What follows belongs to an exercise in optimizing a design on an open flow for small area, a short achievable clock period and few clock cycles per item; a production flow would make more cautious choices. RTL that was checked went through simulation tests only; none was proved equivalent to the original. Power figures rest on the tool's default switching activity, not on a simulated workload.

==> v33 <==
==> flow/design.v (excerpt) <==
module stepper_position_pulser (
    input  logic               i_clk,
    input  logic               i_rst_n,
    input  logic               push,
    output logic               full,
    input  logic [1:0]         i_kind,
    input  logic signed [15:0] i_target_percent,
    input  logic               pop,
    output logic               empty,
    output logic               o_step_level,
    output logic               o_direction_level,
    output logic [15:0]        o_position_steps,
    output logic               o_busy_res,
    output logic               o_command_ignored,
    input  logic               i_cfg_valid,
    output logic               o_cfg_ready,
    input  logic [2:0]         i_cfg_index,
    input  logic [19:0]        i_cfg_data
);
clock: 8.0 ns
lec_check: 0
cap_margin: 20
core_margin: 2
core_utilization: 40
setup_slack_margin: 5
slew_margin: 20
run.sh (not shown) runs the stock make flow with config.mk's settings and CLKGATE_MAP_FILE= SYNTH_SCRIPT=/design/flow/synth_recipe.tcl, a recipe that flattens the netlist after the stock synthesis.
==> inputs of v28, as changes to v33 <==
--- a/flow/design.v
+++ b/flow/design.v
@@ -61,12 +61,17 @@
     logic [18:0] hs, hh;
     assign hs = {c_shalf[18:1], c_shalf[0] | (c_shalf[18:1] == 18'd0)};
     assign hh = {c_hhalf[18:1], c_hhalf[0] | (c_hhalf[18:1] == 18'd0)};
     logic        a_v, b_v;
     logic [1:0]  a_kind, b_kind;
-    logic [15:0] a_pct, b_pct;
-    logic        acc, take, start;
+    logic [14:0] a_pc, b_pc, in_pc;
+    logic        acc, take;
+    always_comb begin
+        if (i_target_percent[15])                                in_pc = '0;
+        else if (i_target_percent[14:0] > spp_pkg::PERCENT_FULL_Q8) in_pc = spp_pkg::PERCENT_FULL_Q8;
+        else                                                     in_pc = i_target_percent[14:0];
+    end
     assign full = b_v;
     assign acc  = push && !b_v;
     always_ff @(posedge i_clk) begin
         if (!i_rst_n) begin
             a_v <= 1'b0;
@@ -81,84 +86,78 @@
         end
     end
     always_ff @(posedge i_clk) begin
         if (take && b_v) begin
             a_kind <= b_kind;
-            a_pct  <= b_pct;
+            a_pc   <= b_pc;
         end else if (acc && (take || !a_v)) begin
             a_kind <= i_kind;
-            a_pct  <= i_target_percent;
-        end else if (start) begin
-            a_pct  <= {1'b0, pc};            
+            a_pc   <= in_pc;
         end
         if (acc && a_v && !take) begin
             b_kind <= i_kind;
-            b_pct  <= i_target_percent;
+            b_pc   <= in_pc;
         end
     end
     logic [15:0] pos;
     logic        dir, pulse;
     logic [1:0]  mode;
     logic [16:0] left;
     logic [18:0] timer;
     logic        ign, rv;
-    logic        calc;
-    logic [4:0]  cc;
+    logic        ph_step, ph_sub, ph_apply;    
+    logic [3:0]  cc;
     logic        fbit;
     logic [15:0] n_pos;
     logic        n_dir, n_pulse;
     logic [1:0]  n_mode;
     logic [16:0] n_left;
     logic [18:0] n_timer;
-    logic        n_ign, n_rv, n_calc;
-    logic [4:0]  n_cc;
-    logic        idle, res_free, exec;
-    logic        ph_step, ph_sub, ph_apply;
-    logic [14:0] pc;
+    logic        n_ign, n_rv;
+    logic        n_step, n_sub, n_apply;
+    logic [3:0]  n_cc;
+    logic        calc, idle, res_free, start, exec;
     logic [15:0] add_a, add_b;
     logic [16:0] sum;
-    logic [6:0]  th;
+    logic [17:0] sum_c;
     logic [1:0]  qd;
-    logic [4:0]  rh;
+    logic [14:0] rp;
     logic        tev, lone, lzero;
     logic [18:0] tdec, reload;
     logic [16:0] ldec;
     logic [15:0] pos_step;
     logic        total_zero;
+    assign calc     = ph_step || ph_sub || ph_apply;
     assign idle     = (mode == spp_pkg::MODE_IDLE);
     assign res_free = !rv || pop;
     assign start    = !calc && a_v && (a_kind == spp_pkg::KIND_MOVE) && idle;
-    assign ph_step  = calc && !cc[4];
-    assign ph_sub   = calc && (cc == 5'd16);
-    assign ph_apply = calc && (cc == 5'd17);
     assign exec     = a_v && res_free &&
                       !((a_kind == spp_pkg::KIND_MOVE) && idle && !ph_apply);
     assign take     = exec;
     always_comb begin
-        if (a_pct[15])                                   pc = '0;
-        else if (a_pct[14:0] > spp_pkg::PERCENT_FULL_Q8) pc = spp_pkg::PERCENT_FULL_Q8;
-        else                                             pc = a_pct[14:0];
-    end
+        if (timer[16:10] >= 7'd50)      begin qd = 2'd2; rp[14:10] = 5'(timer[16:10] - 7'd50); end
+        else if (timer[16:10] >= 7'd25) begin qd = 2'd1; rp[14:10] = 5'(timer[16:10] - 7'd25); end
+        else                            begin qd = 2'd0; rp[14:10] = timer[14:10];             end
+    end
+    assign rp[9:0] = timer[9:0];
     always_comb begin
         if (ph_step) begin
-            add_a = {timer[14:0], 1'b0};
-            add_b = {1'b0, a_pct[14:0] & {15{fbit}}};
+            add_a = {rp, 1'b0};
+            add_b = {1'b0, a_pc & {15{fbit}}};
         end else if (ph_sub) begin
             add_a = left[15:0];             
             add_b = pos;
-        end else begin
+        end else if (a_kind[1]) begin
             add_a = c_extra;
             add_b = c_travel;
-        end
-    end
-    assign sum = {ph_sub, add_a} + {1'b0, add_b} + {16'd0, ph_sub};
-    assign th = sum[16:10];
-    always_comb begin
-        if (th >= 7'd50)      begin qd = 2'd2; rh = 5'(th - 7'd50); end
-        else if (th >= 7'd25) begin qd = 2'd1; rh = 5'(th - 7'd25); end
-        else                  begin qd = 2'd0; rh = th[4:0];        end
-    end
+        end else begin
+            add_a = 16'd0;
+            add_b = {1'b0, a_pc & {15{fbit}}};
+        end
+    end
+    assign sum_c = {ph_sub, add_a, 1'b1} + {1'b0, add_b, ph_sub};
+    assign sum   = sum_c[17:1];
     assign tev        = (timer == 19'd1);
     assign lzero      = (left[16:1] == 16'd0);
     assign lone       = lzero && left[0];
     assign tdec       = timer - 19'd1;
     assign ldec       = left - 17'd1;
@@ -172,24 +171,31 @@
         n_mode  = mode;
         n_left  = left;
         n_timer = timer;
         n_ign   = ign;
         n_rv    = rv && !pop;
-        n_calc  = calc;
-        n_cc    = cc;
+        n_step  = ph_step;
+        n_sub   = ph_sub;
+        n_apply = ph_apply;
+        n_cc    = 4'd15;
         if (start) begin
             n_left[15:0]  = 16'hFFFF;         
-            n_timer[14:0] = 15'd0;            
-            n_calc        = 1'b1;
-            n_cc          = 5'd0;
+            n_timer[16:0] = sum;              
+            n_step        = 1'b1;
+            n_cc          = 4'd14;
         end else if (ph_step) begin
             n_left[15:0]  = {(qd[1] ? ldec[14:0] : left[14:0]), ~qd[0]};
-            n_timer[14:0] = {rh, sum[9:0]};
-            n_cc          = cc + 5'd1;
+            n_timer[16:0] = sum;
+            n_cc          = cc - 4'd1;
+            if (cc == 4'd15) begin
+                n_step = 1'b0;
+                n_sub  = 1'b1;
+            end
         end else if (ph_sub) begin
             n_left        = sum;              
-            n_cc          = cc + 5'd1;
+            n_sub         = 1'b0;
+            n_apply       = 1'b1;
         end
         if (exec) begin
             n_rv  = 1'b1;
             n_ign = 1'b0;
             unique case (a_kind)
@@ -217,11 +223,11 @@
                 end
                 spp_pkg::KIND_MOVE: begin
                     if (!idle) begin
                         n_ign = 1'b1;
                     end else begin
-                        n_calc = 1'b0;
+                        n_apply = 1'b0;
                         if (!(lzero && !left[0])) begin
                             n_dir  = left[16];
                             n_left = left[16] ? ~ldec : left;
                             if (c_settle == 16'd0) begin
                                 n_mode  = spp_pkg::MODE_STEP;
@@ -254,27 +260,31 @@
             endcase
         end
     end
     always_ff @(posedge i_clk) begin
         if (!i_rst_n) begin
-            pos   <= '0;
-            dir   <= 1'b0;
-            pulse <= 1'b0;
-            mode  <= spp_pkg::MODE_IDLE;
-            rv    <= 1'b0;
-            calc  <= 1'b0;
+            pos      <= '0;
+            dir      <= 1'b0;
+            pulse    <= 1'b0;
+            mode     <= spp_pkg::MODE_IDLE;
+            rv       <= 1'b0;
+            ph_step  <= 1'b0;
+            ph_sub   <= 1'b0;
+            ph_apply <= 1'b0;
         end else begin
-            pos   <= n_pos;
-            dir   <= n_dir;
-            pulse <= n_pulse;
-            mode  <= n_mode;
-            rv    <= n_rv;
-            calc  <= n_calc;
-        end
-    end
-    always_ff @(posedge i_clk) begin
-        fbit <= c_travel[start ? 4'd15 : 4'(~(cc[3:0] + 4'd1))];
+            pos      <= n_pos;
+            dir      <= n_dir;
+            pulse    <= n_pulse;
+            mode     <= n_mode;
+            rv       <= n_rv;
+            ph_step  <= n_step;
+            ph_sub   <= n_sub;
+            ph_apply <= n_apply;
+        end
+    end
+    always_ff @(posedge i_clk) begin
+        fbit <= c_travel[n_cc];
     end
     always_ff @(posedge i_clk) begin
         left  <= n_left;
         timer <= n_timer;
         ign   <= n_ign;
==> inputs of v21, as changes to v33 <==
--- a/flow/design.v
+++ b/flow/design.v
@@ -99,22 +99,23 @@
     logic        dir, pulse;
     logic [1:0]  mode;
     logic [16:0] left;
     logic [18:0] timer;
     logic        ign, rv;
-    logic        calc;
-    logic [4:0]  cc;
+    logic        calc;             
+    logic        ph_step, ph_sub, ph_apply;
+    logic [3:0]  cc;
     logic        fbit;
     logic [15:0] n_pos;
     logic        n_dir, n_pulse;
     logic [1:0]  n_mode;
     logic [16:0] n_left;
     logic [18:0] n_timer;
     logic        n_ign, n_rv, n_calc;
-    logic [4:0]  n_cc;
+    logic        n_step, n_sub, n_apply;
+    logic [3:0]  n_cc;
     logic        idle, res_free, exec;
-    logic        ph_step, ph_sub, ph_apply;
     logic [14:0] pc;
     logic [15:0] add_a, add_b;
     logic [16:0] sum;
     logic [6:0]  th;
     logic [1:0]  qd;
@@ -125,13 +126,10 @@
     logic [15:0] pos_step;
     logic        total_zero;
     assign idle     = (mode == spp_pkg::MODE_IDLE);
     assign res_free = !rv || pop;
     assign start    = !calc && a_v && (a_kind == spp_pkg::KIND_MOVE) && idle;
-    assign ph_step  = calc && !cc[4];
-    assign ph_sub   = calc && (cc == 5'd16);
-    assign ph_apply = calc && (cc == 5'd17);
     assign exec     = a_v && res_free &&
                       !((a_kind == spp_pkg::KIND_MOVE) && idle && !ph_apply);
     assign take     = exec;
     always_comb begin
         if (a_pct[15])                                   pc = '0;
@@ -148,11 +146,13 @@
         end else begin
             add_a = c_extra;
             add_b = c_travel;
         end
     end
-    assign sum = {ph_sub, add_a} + {1'b0, add_b} + {16'd0, ph_sub};
+    logic [17:0] sum_c;
+    assign sum_c = {ph_sub, add_a, 1'b1} + {1'b0, add_b, ph_sub};
+    assign sum   = sum_c[17:1];
     assign th = sum[16:10];
     always_comb begin
         if (th >= 7'd50)      begin qd = 2'd2; rh = 5'(th - 7'd50); end
         else if (th >= 7'd25) begin qd = 2'd1; rh = 5'(th - 7'd25); end
         else                  begin qd = 2'd0; rh = th[4:0];        end
@@ -173,23 +173,31 @@
         n_left  = left;
         n_timer = timer;
         n_ign   = ign;
         n_rv    = rv && !pop;
         n_calc  = calc;
-        n_cc    = cc;
+        n_step  = ph_step;
+        n_sub   = ph_sub;
+        n_apply = ph_apply;
+        n_cc    = cc + 4'd1;
         if (start) begin
             n_left[15:0]  = 16'hFFFF;         
             n_timer[14:0] = 15'd0;            
             n_calc        = 1'b1;
-            n_cc          = 5'd0;
+            n_step        = 1'b1;
+            n_cc          = 4'd0;
         end else if (ph_step) begin
             n_left[15:0]  = {(qd[1] ? ldec[14:0] : left[14:0]), ~qd[0]};
             n_timer[14:0] = {rh, sum[9:0]};
-            n_cc          = cc + 5'd1;
+            if (cc == 4'd15) begin
+                n_step = 1'b0;
+                n_sub  = 1'b1;
+            end
         end else if (ph_sub) begin
             n_left        = sum;              
-            n_cc          = cc + 5'd1;
+            n_sub         = 1'b0;
+            n_apply       = 1'b1;
         end
         if (exec) begin
             n_rv  = 1'b1;
             n_ign = 1'b0;
             unique case (a_kind)
@@ -217,11 +225,12 @@
                 end
                 spp_pkg::KIND_MOVE: begin
                     if (!idle) begin
                         n_ign = 1'b1;
                     end else begin
-                        n_calc = 1'b0;
+                        n_calc  = 1'b0;
+                        n_apply = 1'b0;
                         if (!(lzero && !left[0])) begin
                             n_dir  = left[16];
                             n_left = left[16] ? ~ldec : left;
                             if (c_settle == 16'd0) begin
                                 n_mode  = spp_pkg::MODE_STEP;
@@ -260,21 +269,27 @@
             dir   <= 1'b0;
             pulse <= 1'b0;
             mode  <= spp_pkg::MODE_IDLE;
             rv    <= 1'b0;
             calc  <= 1'b0;
+            ph_step  <= 1'b0;
+            ph_sub   <= 1'b0;
+            ph_apply <= 1'b0;
         end else begin
+            ph_step  <= n_step;
+            ph_sub   <= n_sub;
+            ph_apply <= n_apply;
             pos   <= n_pos;
             dir   <= n_dir;
             pulse <= n_pulse;
             mode  <= n_mode;
             rv    <= n_rv;
             calc  <= n_calc;
         end
     end
     always_ff @(posedge i_clk) begin
-        fbit <= c_travel[start ? 4'd15 : 4'(~(cc[3:0] + 4'd1))];
+        fbit <= c_travel[start ? 4'd15 : ~(cc + 4'd1)];
     end
     always_ff @(posedge i_clk) begin
         left  <= n_left;
         timer <= n_timer;
         ign   <= n_ign;
--- a/flow/config.mk
+++ b/flow/config.mk
@@ -3,10 +3,11 @@
 export DESIGN_NICKNAME = stepper_position_pulser
 export VERILOG_FILES = /design/flow/design.v
 export SDC_FILE = /design/flow/constraint.sdc
 export NUM_CORES = 4
 export LEC_CHECK = 0
+export ABC_AREA = 1
 export CAP_MARGIN = 20
 export CORE_MARGIN = 2
 export CORE_UTILIZATION = 40
 export SETUP_SLACK_MARGIN = 5
 export SLEW_MARGIN = 20
==> metrics.md <==
| Metric | Value |
|---|---|
| WP depth | 18 |
| Clock Sinks | 189 |
| Seq. cell area | 4400 µm² |
| Status | complete, no violations |
| Synth Area in Simple Gates | 26.3% |
| Met2 WL | 20500 µm |
[end of results for v33]
==> metrics.md <==
| Metric | Value |
|---|---|
| Pwr top | combinational cells |
| Hold_ws | 0.481 ns |
| Seq. cell area | 4440 µm² |
| Mux cell area share after synthesis | 0% |
| M1 GR Usage | 41.5% |
| Synth Area in Simple Gates | 23.9% |
| Met2 WL | 21100 µm |
| Startpoint Class | flip-flop |
| Status | complete, no violations |
| WP depth | 25 |
| Clock Sinks | 191 |
[end of results for v21]
==> metrics.md <==
| Metric | Value |
|---|---|
| Seq. cell area | 4360 µm² |
| Total grt overflow | 0 |
| Clock skew | 0.0297 ns |
| M3 GR Usage | 7.29% |
| Met2 WL | 20600 µm |
| Status | complete, no violations |
| Clock Sinks | 188 |
| Clk Latency, worst-skew pair | 0.48 ns |
| Comb power frac | 37.0% |
| WP depth | 14 |
| DR WL/cell | 22.6 µm |
| Pwr per Cell Area | 220 nW/µm² |
[end of results for v28]
Testbench counts of v28, summed over its fixed seeds: cycles 34,364, items 32,000.
No functional check of the RTL was part of v33 and v21.

-- what the ideal ports hide --
No port has a modelled driver above. Below, the same layouts with a new extraction and two added sets of constraints. Step 1 (the two cells are an assumption about what drives the block):
set clk [get_ports {i_clk}]
set_driving_cell -lib_cell sky130_fd_sc_hd__clkbuf_16 $clk
set_driving_cell -lib_cell sky130_fd_sc_hd__buf_2 [delete_from_list [all_inputs] $clk]
Step 2 also shifts input and output timing later by t, the mid clock arrival at the registers, as if the neighbouring blocks saw the same clock. Slacks: no drivers / after step 1 / after step 2; pairs: no drivers / after step 1.
run | shift t [ns] | setup WS [ns] | worst setup path at the end
v33 | 0.515 | 3.449 / 3.449 / 3.449 | register to register
v28 | 0.518 | 4.432 / 4.432 / 4.432 | register to register
v21 | 0.504 | 4.288 / 4.288 / 4.288 | register to register
After both steps every run listed still meets setup and hold.
